Context: an optimization exercise on an open-source flow, tuned for small area, a short achievable clock period and few clock cycles per item. The choices shown serve that exercise and are no tape-out recipe. The RTL was checked by simulation tests, not by an equivalence proof against the original design. Power is estimated from default activity; no workload was simulated.

==> v9: inputs <==
==> flow/design.v (excerpt) <==
module json_key_value_extractor_core #(
   parameter int MaxKeyChars = jkv_pkg::MAX_KEY_CHARS_DEF
) (
   input  logic                            clock,
   input  logic                            reset,
   input  logic                            req_valid,
   output logic                            req_stall,
   input  logic [7:0]                      req_data_byte,
   input  logic                            req_last_byte,
   output logic                            rsp_valid,
   input  logic                            rsp_stall,
   output logic [1:0]                      rsp_item_kind,
   output logic [31:0]                     rsp_item_value,
   output logic [2:0]                      rsp_result_status,
   output logic                            rsp_end_of_run,
   input  logic                            csr_valid,
   output logic                            csr_ready,
   input  logic [jkv_pkg::CSR_IDX_W-1:0]   csr_index,
   input  logic [jkv_pkg::CSR_DATA_W-1:0]  csr_write_data
);
   logic [127:0] key_ff;
   logic [4:0]   kc_ff;
   logic [1:0]   mode_ff;
   logic [15:0]  scap_ff;
   logic [10:0]  acap_ff;
   assign csr_ready = 1'b1;
   always_ff @(posedge clock) begin
      if (reset) begin
         key_ff  <= '0;
         kc_ff   <= 5'd1;
         mode_ff <= 2'd0;
         scap_ff <= 16'd256;
         acap_ff <= 11'd16;
      end else if (csr_valid) begin
         case (csr_index)
            3'd0: key_ff[63:0]   <= csr_write_data;
            3'd1: key_ff[127:64] <= csr_write_data;
            3'd2: kc_ff          <= csr_write_data[4] ? 5'd16 : csr_write_data[4:0];
            3'd3: mode_ff        <= csr_write_data[1:0];
            3'd4: scap_ff        <= csr_write_data[15:0];
            3'd5: acap_ff        <= csr_write_data[10:0];
            default: begin
            end
         endcase
      end
   end
   logic       h_v, s_v;
   logic [7:0] h_b, s_b;
   logic       h_l, s_l;
   logic       accept;
   logic       consume;
   logic [7:0] h_in;
   logic [7:0] h_cls_in, h_cls;
   assign req_stall = s_v;
   assign accept    = req_valid && !s_v;
   always_ff @(posedge clock) begin
      if (reset) begin
         h_v <= 1'b0;
         s_v <= 1'b0;
      end else begin
         h_v <= (h_v && !consume) || s_v || accept;
         s_v <= !consume && (s_v || (accept && h_v));
      end
   end
  ...
Settings: LEC_CHECK=0, CAP_MARGIN=20, CORE_MARGIN=2, CORE_UTILIZATION=40, CTS_BUF_LIST=sky130_fd_sc_hd__clkbuf_8, CTS_CLUSTER_SIZE=20, SLEW_MARGIN=20; clock period 10.0 ns.
standard.sh (not shown) runs the stock make flow with config.mk's settings and CLKGATE_MAP_FILE= SYNTH_SCRIPT=/design/flow/synth_recipe.tcl, a recipe that flattens the netlist after the stock synthesis.
==> flow/flow/run.sh <==
#!/bin/bash
# Standard ORFS layout, with timing repair aimed at a shorter period than the clock's
# (the SDC is unchanged; only the resizer's setup margin is raised) and plain buffers on
# the ports.
set -euo pipefail
MARGIN=$(cat flow/margin.txt)
bash standard.sh SETUP_SLACK_MARGIN=$MARGIN "BUFFER_PORTS_ARGS=-buffer_cell sky130_fd_sc_hd__buf_1"  finish > standard_flow.log 2>&1
==> flow/flow/margin.txt <==
6.5
==> v39: changes against v9 <==
==> flow/config.mk (replaced) <==
export PLATFORM = sky130hd
export DESIGN_NAME = json_key_value_extractor_core
export DESIGN_NICKNAME = json_key_value_extractor_core
export VERILOG_FILES = /design/flow/design.v
export SDC_FILE = /design/flow/constraint.sdc
export NUM_CORES = 4
export LEC_CHECK = 0
export CAP_MARGIN = 20
export CORE_MARGIN = 2
export CORE_UTILIZATION = 60
export CTS_BUF_LIST = sky130_fd_sc_hd__clkbuf_8
export CTS_CLUSTER_SIZE = 20
export SLEW_MARGIN = 20
==> v25: changes against v9 <==
--- a/flow/design.v
+++ b/flow/design.v
@@ -113,15 +113,17 @@
    logic       h_v, s_v;
    logic [7:0] h_b, s_b;
    logic       h_l, s_l;
    logic       accept;
    logic       consume;
    logic [7:0] h_in;
    logic [7:0] h_cls_in, h_cls;
+   logic       h_ld;
    assign req_stall = s_v;
+   assign h_ld      = consume || !h_v;
    assign accept    = req_valid && !s_v;
    always_ff @(posedge clock) begin
       if (reset) begin
          h_v <= 1'b0;
          s_v <= 1'b0;
       end else begin
          h_v <= (h_v && !consume) || s_v || accept;
@@ -133,19 +135,17 @@
                       h_in == CH_COLON, h_in == CH_QUOTE, (h_in >= CH_ZERO) && (h_in <= CH_NINE),
                       (h_in == CH_SPACE) || (h_in == CH_TAB) || (h_in == CH_LF) || (h_in == CH_CR)};
    always_ff @(posedge clock) begin
       if (!s_v) begin
          s_b <= req_data_byte;
          s_l <= req_last_byte;
       end
-      if (consume || !h_v) begin
-         h_b   <= h_in;
-         h_l   <= s_v ? s_l : req_last_byte;
-         h_cls <= h_cls_in;
-      end
+      h_b   <= ({8{h_ld}} & h_in) | ({8{!h_ld}} & h_b);
+      h_l   <= (h_ld & (s_v ? s_l : req_last_byte)) | (!h_ld & h_l);
+      h_cls <= ({8{h_ld}} & h_cls_in) | ({8{!h_ld}} & h_cls);
    end
    localparam int SE = 0;   
    localparam int AK = 1;   
    localparam int AC = 2;   
    localparam int ST = 3;   
    localparam int U3 = 4;   
    localparam int AO = 5;   
@@ -158,24 +158,27 @@
    logic        hitp_ff;
    logic        esc_ff;
    logic [31:0] acc_ff;
    logic        ovf_ff;
    logic [15:0] cnt_ff;
    logic        full_ff;
    logic        pf_ff, pf_ok_ff;
+   logic        pn_u_ff, pn_a_ff;
    logic        out_v_ff;
    logic [1:0]  out_k_ff;
    logic [2:0]  out_s_ff;
    logic        adv;
    logic        step;
-   logic        pf_go;
+   logic        pend;
+   logic        pend_go;
    assign adv     = !out_v_ff || !rsp_stall;
-   assign step    = h_v && adv && !pf_ff;
+   assign pend    = pf_ff || pn_u_ff || pn_a_ff;
+   assign step    = h_v && adv && !pend;
    assign consume = step;
-   assign pf_go   = pf_ff && adv;
+   assign pend_go = pend && adv;
    logic [7:0] c;
    logic       ws, dg, qt, cl, cm, lb, rb, bs;
    logic       L;
    logic [7:0] ch_dec;
    assign c  = h_b;
    assign L  = h_l;
    assign {bs, rb, lb, cm, cl, qt, dg, ws} = h_cls;
@@ -192,18 +195,18 @@
       dv_shift[1] = qt;
       for (int i = 2; i <= 17; i++) begin
          dv_shift[i] = dv_ff[i-1] && eqk[i-2];
       end
    end
    logic [3:0]  dig;
    logic [31:0] acc_mul;
-   logic [31:0] acc_x5;
+   logic [34:0] acc_x5;
    logic        acc_ov;
    assign dig     = c[3:0];
-   assign acc_x5  = acc_ff + {acc_ff[29:0], 2'b00} + {29'd0, dig[3:1]};
+   assign acc_x5  = {3'd0, acc_ff + {acc_ff[29:0], 2'b00} + {29'd0, dig[3:1]}};
    assign acc_mul = {acc_x5[30:0], dig[0]};
    assign acc_ov  = (acc_ff > 32'd429496729) || ((acc_ff == 32'd429496729) && (dig > 4'd5));
    logic [15:0] cnt_inc;
    logic        sfull_next, afull_next, full_init;
    assign cnt_inc    = cnt_ff + 16'd1;
    assign sfull_next = ({1'b0, cnt_ff} + 17'd2 == {1'b0, scap_ff});
    assign afull_next = (cnt_inc == {5'd0, acap_ff});
@@ -217,14 +220,15 @@
    logic ovf_n;
    logic [9:0]  ph_n;
    logic [17:1] dv_n;
    logic        hitp_n;
    logic        esc_n, full_n;
    logic        cnt_clr, cnt_up;
    logic        emit, pf_set, pf_ok_n;
+   logic        ldig, pn_u_set, pn_a_set;
    logic        k_char, k_elem;
    logic        s_nokey, s_mal, s_ovf, s_cap;
    logic        a_accum, a_start, a_char, a_cnt, a_hold;
    logic [1:0]  e_k;
    logic [2:0]  e_s;
    assign mS   = (mode_ff == MODE_STRING);
    assign mU   = (mode_ff == MODE_U32);
@@ -281,82 +285,102 @@
    assign hitp_n = dv_sel[kc_ff];
    assign esc_n   = ~L & st_es;
    assign cnt_clr = ac_go;
    assign cnt_up  = (st_ch & ~full) | n_el;
    assign full_n  = ac_go ? full_init :
                     (st_ch & ~full) ? sfull_next :
                     n_el ? afull_next : full;
+   assign ldig     = ac_u | u_dig | a_st | n_dig;
+   assign pn_u_set = L & (ac_u | u_dig);
+   assign pn_a_set = L & (a_st | n_dig);
    assign emit    = ac_bad | st_end | st_ch | u_end | a_emp | a_bad | n_ovf | n_cap | n_el |
-                    (ph_ff[AA] & ~ws & ~cm) | (L & ~ph_ff[DN]);
-   assign pf_set  = (n_el & (L | (~ws & ~cm))) |
-                    (L & ~full & (st_es | st_ch | ((a_st | n_dig) & ~ovf_n)));
+                    (ph_ff[AA] & ~ws & ~cm) | (L & ~ph_ff[DN] & ~ldig);
+   assign pf_set  = (n_el & (L | (~ws & ~cm))) | (L & ~full & (st_es | st_ch));
    assign pf_ok_n = n_el & rb;
    assign k_char  = ~full & (st_ch | (L & st_es));
-   assign k_elem  = n_el | (L & (a_st | n_dig) & ~ovf_n & ~full);
+   assign k_elem  = n_el;
    assign s_nokey = L & (ph_ff[SE] | ph_ff[AK] | (ph_ff[AC] & ws));
    assign s_mal   = ac_bad | a_bad | (ph_ff[AA] & ~ws & ~cm & ~rb) |
                     (L & (ac_s | ac_a | ((ph_ff[AO] | ph_ff[AE]) & ws) | (ph_ff[AA] & (ws | cm))));
-   assign s_ovf   = (u_end & ovf) | n_ovf | (L & ovf_n);
-   assign s_cap   = (st_ch & full) | n_cap | (L & full & (st_es | ((a_st | n_dig) & ~ovf_n)));
+   assign s_ovf   = (u_end & ovf) | n_ovf;
+   assign s_cap   = (st_ch & full) | n_cap | (L & full & st_es);
    assign e_k = k_char ? KIND_CHAR : k_elem ? KIND_ELEM : KIND_FINAL;
    assign e_s = (k_char | k_elem) ? ST_OK :
                 {s_cap, s_mal | s_ovf, s_nokey | s_ovf};
-   assign a_accum = (u_dig | n_dig) & ~(L & (ovf_n | (n_dig & full)));
-   assign a_start = ac_u | (a_st & ~(L & full));
+   assign a_accum = u_dig | n_dig;
+   assign a_start = ac_u | a_st;
    assign a_char  = k_char;
    assign a_cnt   = st_end | (ph_ff[AA] & rb);
    assign a_hold  = n_el | (u_end & ~ovf);
    always_ff @(posedge clock) begin
       if (reset) begin
          ph_ff    <= 10'd1;
          dv_ff    <= '0;
          hitp_ff  <= 1'b0;
          pf_ff    <= 1'b0;
+         pn_u_ff  <= 1'b0;
+         pn_a_ff  <= 1'b0;
          out_v_ff <= 1'b0;
       end else begin
          if (step) begin
             ph_ff   <= ph_n;
             dv_ff   <= dv_n;
             hitp_ff <= hitp_n;
             pf_ff   <= pf_set;
-         end else if (pf_go) begin
-            pf_ff <= 1'b0;
+            pn_u_ff <= pn_u_set;
+            pn_a_ff <= pn_a_set;
+         end else if (pend_go) begin
+            pf_ff   <= pa_el;
+            pn_u_ff <= 1'b0;
+            pn_a_ff <= 1'b0;
          end
-         if ((step && emit) || pf_go) begin
+         if ((step && emit) || pend_go) begin
             out_v_ff <= 1'b1;
          end else if (!rsp_stall) begin
             out_v_ff <= 1'b0;
          end
       end
    end
    always_ff @(posedge clock) begin
-      if (step) begin
-         esc_ff   <= esc_n;
-         ovf_ff   <= ovf_n;
-         full_ff  <= full_n;
-         pf_ok_ff <= pf_ok_n;
-         if (cnt_clr) begin
-            cnt_ff <= '0;
-         end else if (cnt_up) begin
-            cnt_ff <= cnt_inc;
-         end
-         if (emit) begin
-            out_k_ff <= e_k;
-            out_s_ff <= e_s;
-         end
-         acc_ff <= ({32{a_accum}} & acc_mul) |
-                   ({32{a_start}} & {28'd0, dig}) |
-                   ({32{a_char}}  & {24'd0, ch_dec}) |
-                   ({32{a_cnt}}   & {16'd0, cnt_ff}) |
-                   ({32{a_hold}}  & acc_ff);
-      end else if (pf_go) begin
-         out_k_ff <= KIND_FINAL;
-         out_s_ff <= pf_ok_ff ? ST_OK : ST_MALFORMED;
-         acc_ff   <= pf_ok_ff ? {16'd0, cnt_ff} : 32'd0;
-      end
+      esc_ff   <= (step & esc_n) | (!step & esc_ff);
+      ovf_ff   <= (step & ovf_n) | (!step & ovf_ff);
+      full_ff  <= (step & full_n) | (!step & full_ff);
+      pf_ok_ff <= (step & pf_ok_n) | (!step & !pa_el & pf_ok_ff);
+   end
+   logic        keep;
+   logic        pu, pa, pff, pa_el;
+   logic        ld_out;
+   logic [1:0]  out_k_n;
+   logic [2:0]  out_s_n;
+   logic [15:0] cnt_n;
+   logic [31:0] acc_n;
+   assign keep   = !step && !pend_go;
+   assign ld_out = step && emit;
+   assign pu    = pend_go && pn_u_ff;
+   assign pa    = pend_go && pn_a_ff;
+   assign pff   = pend_go && pf_ff;
+   assign pa_el = pa && !ovf_ff && !full_ff;
+   assign out_k_n = ({2{ld_out}} & e_k) | {pu | pff | (pa & !pa_el), pa_el} |
+                    ({2{keep}} & out_k_ff);
+   assign out_s_n = ({3{ld_out}} & e_s) |
+                    {pa & !ovf_ff & full_ff, ((pu | pa) & ovf_ff) | (pff & !pf_ok_ff),
+                     (pu | pa) & ovf_ff} |
+                    ({3{keep}} & out_s_ff);
+   assign cnt_n   = ({16{step && cnt_up}} & cnt_inc) |
+                    ({16{!(step && (cnt_up || cnt_clr))}} & cnt_ff);
+   assign acc_n   = ({32{step && a_accum}} & acc_mul) |
+                    ({32{step && a_start}} & {28'd0, dig}) |
+                    ({32{step && a_char}}  & {24'd0, ch_dec}) |
+                    ({32{(step && a_cnt) || (pff && pf_ok_ff)}} & {16'd0, cnt_ff}) |
+                    ({32{(step && a_hold) || keep || (pu && !ovf_ff) || pa_el}} & acc_ff);
+   always_ff @(posedge clock) begin
+      out_k_ff <= out_k_n;
+      out_s_ff <= out_s_n;
+      cnt_ff   <= cnt_n;
+      acc_ff   <= acc_n;
    end
    assign rsp_valid         = out_v_ff;
    assign rsp_item_kind     = out_k_ff;
    assign rsp_result_status = out_s_ff;
    assign rsp_end_of_run    = out_k_ff[1];
    assign rsp_item_value    = acc_ff;
 endmodule
==> flow/config.mk (replaced) <==
export PLATFORM = sky130hd
export DESIGN_NAME = json_key_value_extractor_core
export DESIGN_NICKNAME = json_key_value_extractor_core
export VERILOG_FILES = /design/flow/design.v
export SDC_FILE = /design/flow/constraint.sdc
export NUM_CORES = 4
export LEC_CHECK = 0
export CAP_MARGIN = 20
export CORE_MARGIN = 2
export CORE_UTILIZATION = 40
export CTS_BUF_LIST = sky130_fd_sc_hd__clkbuf_16
export CTS_CLUSTER_DIAMETER = 150
export CTS_CLUSTER_SIZE = 25
export SLEW_MARGIN = 20
==> v26: changes against v9 <==
--- a/flow/design.v
+++ b/flow/design.v
@@ -113,15 +113,17 @@
    logic       h_v, s_v;
    logic [7:0] h_b, s_b;
    logic       h_l, s_l;
    logic       accept;
    logic       consume;
    logic [7:0] h_in;
    logic [7:0] h_cls_in, h_cls;
+   logic       h_ld;
    assign req_stall = s_v;
+   assign h_ld      = consume || !h_v;
    assign accept    = req_valid && !s_v;
    always_ff @(posedge clock) begin
       if (reset) begin
          h_v <= 1'b0;
          s_v <= 1'b0;
       end else begin
          h_v <= (h_v && !consume) || s_v || accept;
@@ -133,19 +135,17 @@
                       h_in == CH_COLON, h_in == CH_QUOTE, (h_in >= CH_ZERO) && (h_in <= CH_NINE),
                       (h_in == CH_SPACE) || (h_in == CH_TAB) || (h_in == CH_LF) || (h_in == CH_CR)};
    always_ff @(posedge clock) begin
       if (!s_v) begin
          s_b <= req_data_byte;
          s_l <= req_last_byte;
       end
-      if (consume || !h_v) begin
-         h_b   <= h_in;
-         h_l   <= s_v ? s_l : req_last_byte;
-         h_cls <= h_cls_in;
-      end
+      h_b   <= ({8{h_ld}} & h_in) | ({8{!h_ld}} & h_b);
+      h_l   <= (h_ld & (s_v ? s_l : req_last_byte)) | (!h_ld & h_l);
+      h_cls <= ({8{h_ld}} & h_cls_in) | ({8{!h_ld}} & h_cls);
    end
    localparam int SE = 0;   
    localparam int AK = 1;   
    localparam int AC = 2;   
    localparam int ST = 3;   
    localparam int U3 = 4;   
    localparam int AO = 5;   
@@ -325,38 +325,42 @@
             out_v_ff <= 1'b1;
          end else if (!rsp_stall) begin
             out_v_ff <= 1'b0;
          end
       end
    end
    always_ff @(posedge clock) begin
-      if (step) begin
-         esc_ff   <= esc_n;
-         ovf_ff   <= ovf_n;
-         full_ff  <= full_n;
-         pf_ok_ff <= pf_ok_n;
-         if (cnt_clr) begin
-            cnt_ff <= '0;
-         end else if (cnt_up) begin
-            cnt_ff <= cnt_inc;
-         end
-         if (emit) begin
-            out_k_ff <= e_k;
-            out_s_ff <= e_s;
-         end
-         acc_ff <= ({32{a_accum}} & acc_mul) |
-                   ({32{a_start}} & {28'd0, dig}) |
-                   ({32{a_char}}  & {24'd0, ch_dec}) |
-                   ({32{a_cnt}}   & {16'd0, cnt_ff}) |
-                   ({32{a_hold}}  & acc_ff);
-      end else if (pf_go) begin
-         out_k_ff <= KIND_FINAL;
-         out_s_ff <= pf_ok_ff ? ST_OK : ST_MALFORMED;
-         acc_ff   <= pf_ok_ff ? {16'd0, cnt_ff} : 32'd0;
-      end
+      esc_ff   <= (step & esc_n) | (!step & esc_ff);
+      ovf_ff   <= (step & ovf_n) | (!step & ovf_ff);
+      full_ff  <= (step & full_n) | (!step & full_ff);
+      pf_ok_ff <= (step & pf_ok_n) | (!step & pf_ok_ff);
+   end
+   logic        keep;
+   logic        ld_out;
+   logic [1:0]  out_k_n;
+   logic [2:0]  out_s_n;
+   logic [15:0] cnt_n;
+   logic [31:0] acc_n;
+   assign keep   = !step && !pf_go;
+   assign ld_out = step && emit;
+   assign out_k_n = ({2{ld_out}} & e_k) | {pf_go, 1'b0} | ({2{!ld_out && !pf_go}} & out_k_ff);
+   assign out_s_n = ({3{ld_out}} & e_s) | {1'b0, pf_go & !pf_ok_ff, 1'b0} |
+                    ({3{!ld_out && !pf_go}} & out_s_ff);
+   assign cnt_n   = ({16{step && cnt_up}} & cnt_inc) |
+                    ({16{!(step && (cnt_up || cnt_clr))}} & cnt_ff);
+   assign acc_n   = ({32{step && a_accum}} & acc_mul) |
+                    ({32{step && a_start}} & {28'd0, dig}) |
+                    ({32{step && a_char}}  & {24'd0, ch_dec}) |
+                    ({32{(step && a_cnt) || (pf_go && pf_ok_ff)}} & {16'd0, cnt_ff}) |
+                    ({32{(step && a_hold) || keep}} & acc_ff);
+   always_ff @(posedge clock) begin
+      out_k_ff <= out_k_n;
+      out_s_ff <= out_s_n;
+      cnt_ff   <= cnt_n;
+      acc_ff   <= acc_n;
    end
    assign rsp_valid         = out_v_ff;
    assign rsp_item_kind     = out_k_ff;
    assign rsp_result_status = out_s_ff;
    assign rsp_end_of_run    = out_k_ff[1];
    assign rsp_item_value    = acc_ff;
 endmodule
==> flow/config.mk (replaced) <==
export PLATFORM = sky130hd
export DESIGN_NAME = json_key_value_extractor_core
export DESIGN_NICKNAME = json_key_value_extractor_core
export VERILOG_FILES = /design/flow/design.v
export SDC_FILE = /design/flow/constraint.sdc
export NUM_CORES = 4
export LEC_CHECK = 0
export CAP_MARGIN = 10
export CORE_MARGIN = 2
export CORE_UTILIZATION = 40
export CTS_BUF_LIST = sky130_fd_sc_hd__clkbuf_16
export CTS_CLUSTER_DIAMETER = 150
export CTS_CLUSTER_SIZE = 25
export SLEW_MARGIN = 10
export TNS_END_PERCENT = 5
==> comparison table <==
	v25	v26	v9	v39
# nets final	2058	2040	2063	2061
Min Tclk post-route	3410 ps	3540 ps	3490 ps	3520 ps
Capturing element of the worst setup path	s_v	cnt_ff[7]	acc_ff[28]	acc_ff[28]
Count of buffers not belonging to the clock network in the layout	137	148	155	152
Aggregate global-route resource usage	0.206	0.216	0.219	0.314
Count of distinct cell types in the synthesized netlist	76	82	75	75
Reg-to-reg slack, setup	6630 ps	6480 ps	6510 ps	6480 ps
Startpoint of the most critical hold path	dv_ff[12]	dv_ff[15]	ph_ff[8]	ph_ff[8]
Fraction of final layout cells with drive strength greater than 1	0.0349	0.0473	0.0750	0.0732
Mux contribution to synthesized area	0.0127	0.0136	0.0164	0.0164
CTS sink cnt	278	276	276	276
Leakage component of the power	6.03 nW	5.91 nW	6.32 nW	6.27 nW
Outcome	finished clean	finished clean	finished clean	finished clean
Fraction of power spent switching nets	0.263	0.273	0.288	0.285
Met3 track demand over resource in global routing	0.0200	0.0261	0.0307	0.0472
Type of origin of the critical path	input port	input port	flop	flop
Fin worst setup slack	6590 ps	6460 ps	6510 ps	6480 ps
Root buffer cell	sky130_fd_sc_hd__clkbuf_16	sky130_fd_sc_hd__clkbuf_16	sky130_fd_sc_hd__clkbuf_8	sky130_fd_sc_hd__clkbuf_8
Avg Inst Size Synth	7.97 sq um	8.03 sq um	8.35 sq um	8.35 sq um
Average routed wire per standard cell	17.1 microns	18.0 microns	17.7 microns	18.5 microns
Testbench counts of v9, summed over its fixed seeds: cycles 202,844, bytes 201,750.
Testbench counts of v39, summed over its fixed seeds: cycles 202,844, bytes 201,750.
Testbench counts of v25, summed over its fixed seeds: cycles 202,844, bytes 201,750.
Testbench counts of v26, summed over its fixed seeds: cycles 202,844, bytes 201,750.

afterwards: timing with drivers on the ports:
How much do the figures lean on ideal ports? The routed layouts below were timed once more, with nothing changed but the port constraints.
Step 1 assumes that a clkbuf_16 drives the clock port and a buf_2 every other input.
Step 2 adds t to the input delays and takes it off the output delays; t is the mean of the earliest and latest rising clock arrival at the registers after step 1. Input paths then give back, and output paths get back, about the clock's delay inside the block.
Three values: ideal, step 1, step 2; two values: the first two.
run	shift t [ns]	setup WS [ns]	clock arrival spread, ns	worst data-port slew with drivers (ns)	pins driven straight from the clock port
v9	0.617	6.509 / 6.509 / 6.095	0.020 / 0.020	0.08	1
v39	0.600	6.480 / 6.480 / 6.061	0.016 / 0.016	0.07	1
v25	0.551	6.595 / 6.552 / 6.070	0.027 / 0.028	0.10	1
v26	0.548	6.457 / 6.477 / 5.928	0.033 / 0.033	0.08	1
After both steps setup and hold are still met in every run listed. The setup slack of v26, which loses most, moves by +0.020 ns with the drivers and by -0.529 ns with both steps.
